Source: an optimization exercise on an open RTL-to-GDS flow (aim: small area). Production flows keep margins and buffers that such runs may drop. Only simulation tests tie the RTL to the original design; equivalence was not proved. Power is estimated from default activity; no workload was simulated.

==> run a: inputs <==
Design sorted_ready_queue, start of the top module:
module sorted_ready_queue #(
  parameter int QUEUE_DEPTH = srq_pkg::QUEUE_DEPTH_DEF,
  parameter int TIME_BITS   = srq_pkg::TIME_BITS_DEF
) (
  input  wire logic clk,
  input  wire logic rst_n,
  input  wire logic start,
  output logic      busy,
  input  wire logic [41:0] in_data,
  output logic      out_strobe,
  output logic [46:0] out_data
);
  localparam int W     = 8 + TIME_BITS;
  localparam int CNT_W = $clog2(QUEUE_DEPTH + 1);
  logic [1:0]           cmd;
  logic [W-1:0]         new_word;
  logic [TIME_BITS-1:0] new_time;
  assign cmd      = in_data[41:40];
  assign new_word = in_data[39:0];
  assign new_time = in_data[TIME_BITS-1:0];
  logic [CNT_W-1:0] count_r;
  logic             pend_r;
  logic             strobe_r, found_r, full_r;
  logic is_insert, is_sort, is_take, is_deq;
  logic full, empty, ins, shift_all;
  assign is_insert = !cmd[1];
  assign is_sort   = (cmd == srq_pkg::CMD_SORT_IN);
  assign is_take   = cmd[1];
  assign is_deq    = (cmd == srq_pkg::CMD_DEQUEUE);
  assign full      = (count_r == CNT_W'(QUEUE_DEPTH));
  assign empty     = (count_r == '0);
  assign ins       = start && is_insert && !full;
  assign shift_all = start && is_take && pend_r;
  logic [W-1:0] word [0:QUEUE_DEPTH+1];
  logic         ge   [0:QUEUE_DEPTH-1];
  assign word[0]             = new_word;
  assign word[QUEUE_DEPTH+1] = new_word;
  logic [QUEUE_DEPTH:0] hit_self;
  logic [QUEUE_DEPTH:0] upto;    
  logic [QUEUE_DEPTH:0] first;
  for (genvar k = 0; k < QUEUE_DEPTH; k++) begin : g_hit
    logic live;
    if (k == 0) begin : g0
      assign live        = !pend_r && !empty;
      assign hit_self[k] = !pend_r && (!live || (is_sort && ge[k]));
    end else begin : gk
      assign live        = pend_r ? (CNT_W'(k - 1) < count_r) : (CNT_W'(k) < count_r);
  ...
==> module sorted_ready_queue, before the edit <==
module sorted_ready_queue #(
  parameter int QUEUE_DEPTH = srq_pkg::QUEUE_DEPTH_DEF,
  parameter int TIME_BITS   = srq_pkg::TIME_BITS_DEF
) (
  input  wire logic clk,
  input  wire logic rst_n,
  input  wire logic start,
  output logic      busy,
  input  wire logic [41:0] in_data,
  output logic      out_strobe,
  output logic [46:0] out_data
);
  localparam int W     = 8 + TIME_BITS;
  localparam int CNT_W = $clog2(QUEUE_DEPTH + 1);
  logic [1:0]           cmd;
  logic [W-1:0]         new_word;
  logic [TIME_BITS-1:0] new_time;
  assign cmd      = in_data[41:40];
  assign new_word = in_data[39:0];
  assign new_time = in_data[TIME_BITS-1:0];
  logic [CNT_W-1:0] count_r;
  logic             pend_r;
  logic             strobe_r, found_r, full_r;
  logic is_insert, is_sort, is_take, is_deq;
  logic full, empty, ins, shift_all;
  assign is_insert = !cmd[1];
  assign is_sort   = (cmd == srq_pkg::CMD_SORT_IN);
  assign is_take   = cmd[1];
  assign is_deq    = (cmd == srq_pkg::CMD_DEQUEUE);
  assign full      = (count_r == CNT_W'(QUEUE_DEPTH));
  assign empty     = (count_r == '0);
  assign ins       = start && is_insert && !full;
  assign shift_all = start && is_take && pend_r;
  logic [W-1:0] word [0:QUEUE_DEPTH+1];
  logic         ge   [0:QUEUE_DEPTH-1];
  assign word[0]             = new_word;
  assign word[QUEUE_DEPTH+1] = new_word;
  logic [QUEUE_DEPTH:0] hit_self;
  logic [QUEUE_DEPTH:0] upto;    
  logic [QUEUE_DEPTH:0] first;
  for (genvar k = 0; k < QUEUE_DEPTH; k++) begin : g_hit
    logic live;
    if (k == 0) begin : g0
      assign live        = !pend_r && !empty;
      assign hit_self[k] = !pend_r && (!live || (is_sort && ge[k]));
    end else begin : gk
      assign live        = pend_r ? (CNT_W'(k - 1) < count_r) : (CNT_W'(k) < count_r);
      assign hit_self[k] = !live || (is_sort && ge[k]);
    end
  end
  assign hit_self[QUEUE_DEPTH] = 1'b1;
  assign upto[0]  = hit_self[0];
  assign first[0] = hit_self[0];
  for (genvar k = 1; k <= QUEUE_DEPTH; k++) begin : g_upto
    assign upto[k]  = upto[k-1] | hit_self[k];
    assign first[k] = hit_self[k] && !upto[k-1];
  end
  for (genvar k = 0; k < QUEUE_DEPTH; k++) begin : g_cell
    logic s_hold, s_left, s_right, s_new, prev_hit;
    if (k == 0) begin : g0
      assign prev_hit = 1'b0;
    end else begin : gk
      assign prev_hit = upto[k-1];
    end
    assign s_hold  = ins ? (pend_r ? upto[k] : !upto[k]) : !shift_all;
    assign s_right = ins ? (pend_r && !upto[k+1]) : shift_all;
    assign s_new   = ins && (pend_r ? first[k+1] : first[k]);
    assign s_left  = ins && !pend_r && prev_hit;
    srq_cell #(
      .TIME_BITS (TIME_BITS)
    ) u_cell (
      .clk        (clk),
      .sel_hold   (s_hold),
      .sel_left   (s_left),
      .sel_right  (s_right),
      .sel_new    (s_new),
      .new_word   (new_word),
      .left_word  (word[k]),
      .right_word (word[k+2]),
      .new_time   (new_time),
      .ge         (ge[k]),
      .word       (word[k+1])
    );
  end
  assign busy = 1'b0;
  always_ff @(posedge clk) begin
    if (!rst_n) begin
      count_r  <= '0;
      pend_r   <= 1'b0;
      strobe_r <= 1'b0;
    end else begin
      strobe_r <= start;
      if (start) begin
        if (is_insert) begin
          if (!full) begin
            count_r <= count_r + CNT_W'(1);
            pend_r  <= 1'b0;
          end
        end else begin
          pend_r <= is_deq;
          if (is_deq && !empty) count_r <= count_r - CNT_W'(1);
        end
      end
    end
  end
  always_ff @(posedge clk) begin
    if (start) begin
      found_r <= is_take && !empty;
      full_r  <= is_insert && full;
    end
  end
  assign out_strobe = strobe_r;
  assign out_data   = {word[1] & {W{found_r}}, found_r, full_r, 5'(count_r)};
endmodule
==> flow/config.mk <==
export PLATFORM = sky130hd
export DESIGN_NAME = sorted_ready_queue
export DESIGN_NICKNAME = sorted_ready_queue
export VERILOG_FILES = /design/flow/design.v
export SDC_FILE = /design/flow/constraint.sdc
export NUM_CORES = 4
export LEC_CHECK = 0
export CAP_MARGIN = 20
export CORE_MARGIN = 2
export CORE_UTILIZATION = 45
export GPL_TIMING_DRIVEN = 0
export SLEW_MARGIN = 20
==> flow/constraint.sdc <==
create_clock -name core_clock -period 5.5 [get_ports {clk}]
set_input_delay 1.1000 -clock core_clock [delete_from_list [all_inputs] [get_ports {clk}]]
set_output_delay 1.1000 -clock core_clock [all_outputs]
set_load 0.01 [all_outputs]
standard.sh (not shown) runs the stock make flow with config.mk's settings and CLKGATE_MAP_FILE= SYNTH_SCRIPT=/design/flow/synth_recipe.tcl, a recipe that flattens the netlist after the stock synthesis.
==> flow/flow/run.sh <==
#!/bin/bash
# Standard ORFS flow (standard synthesis unchanged) with smaller port
# buffers and a lighter clock tree. Each tool's output goes to its own log.
set -euo pipefail
bash standard.sh \
  "BUFFER_PORTS_ARGS=-buffer_cell sky130_fd_sc_hd__buf_1" \
  "CTS_ARGS=-sink_clustering_enable -repair_clock_nets -buf_list sky130_fd_sc_hd__clkbuf_8 -sink_clustering_size 20 -sink_clustering_max_diameter 60 -dont_use_dummy_load" \
  finish > standard.log 2>&1
==> inputs of run b, as changes to run a <==
--- a/flow/design.v
+++ b/flow/design.v
@@ -59,8 +59,4 @@
   localparam int CNT_W = $clog2(QUEUE_DEPTH + 1);
-  logic [1:0]           cmd;
-  logic [W-1:0]         new_word;
-  logic [TIME_BITS-1:0] new_time;
-  assign cmd      = in_data[41:40];
-  assign new_word = in_data[39:0];
-  assign new_time = in_data[TIME_BITS-1:0];
+  logic [1:0] cmd;
+  assign cmd = in_data[41:40];
   logic [CNT_W-1:0] count_r;
@@ -68,4 +64,6 @@
   logic             strobe_r, found_r, full_r;
+  logic             stg_valid_r, stg_sort_r;
+  logic [W-1:0]     stg_word_r;
   logic is_insert, is_sort, is_take, is_deq;
-  logic full, empty, ins, shift_all;
+  logic full, empty;
   assign is_insert = !cmd[1];
@@ -74,10 +72,12 @@
   assign is_deq    = (cmd == srq_pkg::CMD_DEQUEUE);
-  assign full      = (count_r == CNT_W'(QUEUE_DEPTH));
-  assign empty     = (count_r == '0);
-  assign ins       = start && is_insert && !full;
-  assign shift_all = start && is_take && pend_r;
+  assign full  = (count_r == CNT_W'(QUEUE_DEPTH));
+  assign empty = (count_r == '0);
+  logic [CNT_W-1:0] row_end_r;
+  logic [TIME_BITS-1:0] stg_time;
+  assign stg_time = stg_word_r[TIME_BITS-1:0];
   logic [W-1:0] word [0:QUEUE_DEPTH+1];
   logic         ge   [0:QUEUE_DEPTH-1];
-  assign word[0]             = new_word;
-  assign word[QUEUE_DEPTH+1] = new_word;
+  assign word[0]             = stg_word_r;
+  assign word[QUEUE_DEPTH+1] = stg_word_r;
+  logic                 place_sort;
   logic [QUEUE_DEPTH:0] hit_self;
@@ -85,10 +85,10 @@
   logic [QUEUE_DEPTH:0] first;
+  assign place_sort = stg_valid_r && stg_sort_r;
   for (genvar k = 0; k < QUEUE_DEPTH; k++) begin : g_hit
     logic live;
+    assign live = (CNT_W'(k) < row_end_r);
     if (k == 0) begin : g0
-      assign live        = !pend_r && !empty;
-      assign hit_self[k] = !pend_r && (!live || (is_sort && ge[k]));
+      assign hit_self[k] = !pend_r && (!live || (place_sort && ge[k]));
     end else begin : gk
-      assign live        = pend_r ? (CNT_W'(k - 1) < count_r) : (CNT_W'(k) < count_r);
-      assign hit_self[k] = !live || (is_sort && ge[k]);
+      assign hit_self[k] = !live || (place_sort && ge[k]);
     end
@@ -109,6 +109,6 @@
     end
-    assign s_hold  = ins ? (pend_r ? upto[k] : !upto[k]) : !shift_all;
-    assign s_right = ins ? (pend_r && !upto[k+1]) : shift_all;
-    assign s_new   = ins && (pend_r ? first[k+1] : first[k]);
-    assign s_left  = ins && !pend_r && prev_hit;
+    assign s_hold  = pend_r ? upto[k] : !upto[k];
+    assign s_right = pend_r && !upto[k+1];
+    assign s_new   = pend_r ? first[k+1] : first[k];
+    assign s_left  = !pend_r && prev_hit;
     srq_cell #(
@@ -121,6 +121,6 @@
       .sel_new    (s_new),
-      .new_word   (new_word),
+      .new_word   (stg_word_r),
       .left_word  (word[k]),
       .right_word (word[k+2]),
-      .new_time   (new_time),
+      .new_time   (stg_time),
       .ge         (ge[k]),
@@ -132,17 +132,16 @@
     if (!rst_n) begin
-      count_r  <= '0;
-      pend_r   <= 1'b0;
-      strobe_r <= 1'b0;
+      count_r     <= '0;
+      row_end_r   <= '0;
+      pend_r      <= 1'b0;
+      stg_valid_r <= 1'b0;
+      strobe_r    <= 1'b0;
     end else begin
-      strobe_r <= start;
-      if (start) begin
-        if (is_insert) begin
-          if (!full) begin
-            count_r <= count_r + CNT_W'(1);
-            pend_r  <= 1'b0;
-          end
-        end else begin
-          pend_r <= is_deq;
-          if (is_deq && !empty) count_r <= count_r - CNT_W'(1);
-        end
+      strobe_r    <= start;
+      row_end_r   <= count_r;
+      pend_r      <= start && is_deq && !empty;
+      stg_valid_r <= start && is_insert && !full;
+      if (start && is_insert && !full) begin
+        count_r <= count_r + CNT_W'(1);
+      end else if (start && is_deq && !empty) begin
+        count_r <= count_r - CNT_W'(1);
       end
@@ -151,2 +150,4 @@
   always_ff @(posedge clk) begin
+    stg_word_r <= in_data[W-1:0];
+    stg_sort_r <= is_sort;
     if (start) begin
==> flow/flow/run.sh (replaced) <==
#!/bin/bash
# ORFS flow with the standard synthesis script, except that ABC maps
# with abc_map.script (one restructuring round instead of five), plus
# smaller port buffers and a lighter clock tree. make's output goes to
# standard.log; ORFS keeps each step's log in orfs/logs.
set -euo pipefail
here=$(pwd)
bash standard.sh \
  "SYNTH_SCRIPT=$here/flow/my_synth.tcl" \
  "BUFFER_PORTS_ARGS=-buffer_cell sky130_fd_sc_hd__buf_1" \
  "CTS_ARGS=-sink_clustering_enable -repair_clock_nets -buf_list sky130_fd_sc_hd__clkbuf_4 -sink_clustering_size 10 -sink_clustering_max_diameter 35 -dont_use_dummy_load" \
  finish > standard.log 2>&1
==> flow/flow/abc_map.script (new file) <==
&get -n
&st
&dch
&nf
&st
&if -g -K 4
&synch2
&nf
&st
&dc2
&dch
&nf
&put
topo
dnsize -c
==> flow/flow/my_synth.tcl (new file) <==
# The standard synthesis script (synth_recipe.tcl), with ABC's mapping
# script swapped for abc_map.script beside this file. Everything else,
# flip-flop mapping included, is the standard synthesis.
set my_abc_script [file join [file dirname [file normalize [info script]]] abc_map.script]
proc synth {args} { yosys synth -nofsm -noshare {*}$args }
proc abc {args} {
  set i [lsearch -exact $args -script]
  if { $i >= 0 } { lset args [expr { $i + 1 }] $::my_abc_script }
  yosys abc {*}$args
}
source $::env(SCRIPTS_DIR)/synth.tcl
# left out here: clear keep_hierarchy, flatten, clean up, hide names made inside functions, write 1_2_yosys.v
CAP_MARGIN = 5   (was 20)
CORE_UTILIZATION = 60   (was 45)
GPL_TIMING_DRIVEN = default   (was 0)
SETUP_SLACK_MARGIN = 0.05   (was default)
SLEW_MARGIN = 5   (was 20)
==> qor summary <==
Sequential cells: run a 649; run b 696
Hold Path Cell Cnt: run a 2; run b 1
Via count: run a 40,690; run b 34,015
Number of antenna violations at the first check in global routing: run a 19; run b 3
Netlist area before placement: run a 0.0356 sq mm; run b 0.0319 sq mm
Worst clock skew: run a 95.5 ps; run b 98.6 ps
Die Footprint: run a 0.0814 sq mm; run b 0.0550 sq mm
Synth Area in XOR/XNOR: run a 0.0984%; run b 0.0825%
Final Cycle Share: run a 106%; run b 94.3%
Hold crit path type: run a register to register; run b primary input to register
Pleak: run a 14.2 nW; run b 13.5 nW
Status: run a complete, but fails checks; run b finished clean
Reasons for failing layout checks: run a negative setup slack; run b -
CTS clock-pin slew for the worst setup and hold paths: run a 120 ps; run b 100 ps
Clk pwr: run a 0.00292 W; run b 0.00285 W
Total sequential power: run a 0.00980 W; run b 0.0106 W
Count of clock buffers in the final design: run a 69; run b 130
End point of the critical path: run a g_cell[3].u_cell.word_r[1]; run b g_cell[14].u_cell.word_r[31]
Number of cell instances on the worst register-to-register path: run a 11; run b 22
Area share of fa/ha/maj cells after synthesis: run a 2.58%; run b 0.832%
Max Freq: run a 171 MHz; run b 193 MHz
Largest net degree at the start of global routing: run a 21; run b 42
Root buffer selected by CTS: run a sky130_fd_sc_hd__clkbuf_8; run b sky130_fd_sc_hd__clkbuf_4
Synthesized Nets: run a 4,371; run b 3,538
Total power after layout: run a 0.0197 W; run b 0.0196 W
Met1 GRT Util: run a 58.4%; run b 56.2%
Post-synthesis sequential area ratio: run a 36.5%; run b 43.8%

## re-timing with driven ports
No port has a modelled driver above. Below, the same layouts with a new extraction and two added sets of constraints.
Step 1 assumes that a clkbuf_16 drives the clock port and a buf_2 every other input.
Step 2 times the ports against the registers' clock, not the clock port: input delays grow and output delays shrink by t, the midpoint of the rising clock arrivals with the driver on.
Slacks: ideal / step 1 / step 2; pairs: ideal / step 1.
| run | t, ns | setup WS [ns] | clock arrival spread, ns | slew at the worst register clock pin (ns) | pins driven straight from the clock port |
|---|---|---|---|---|---|
| run a | 0.760 | -0.338 / -0.286 / -1.046 | 0.095 / 0.095 | 0.12 / 0.12 | 1 |
| run b | 1.007 | 0.315 / 0.315 / 0.315 | 0.098 / 0.099 | 0.11 / 0.11 | 1 |
The setup slack of run a, which loses most, moves by +0.052 ns with the drivers and by -0.708 ns with both steps.
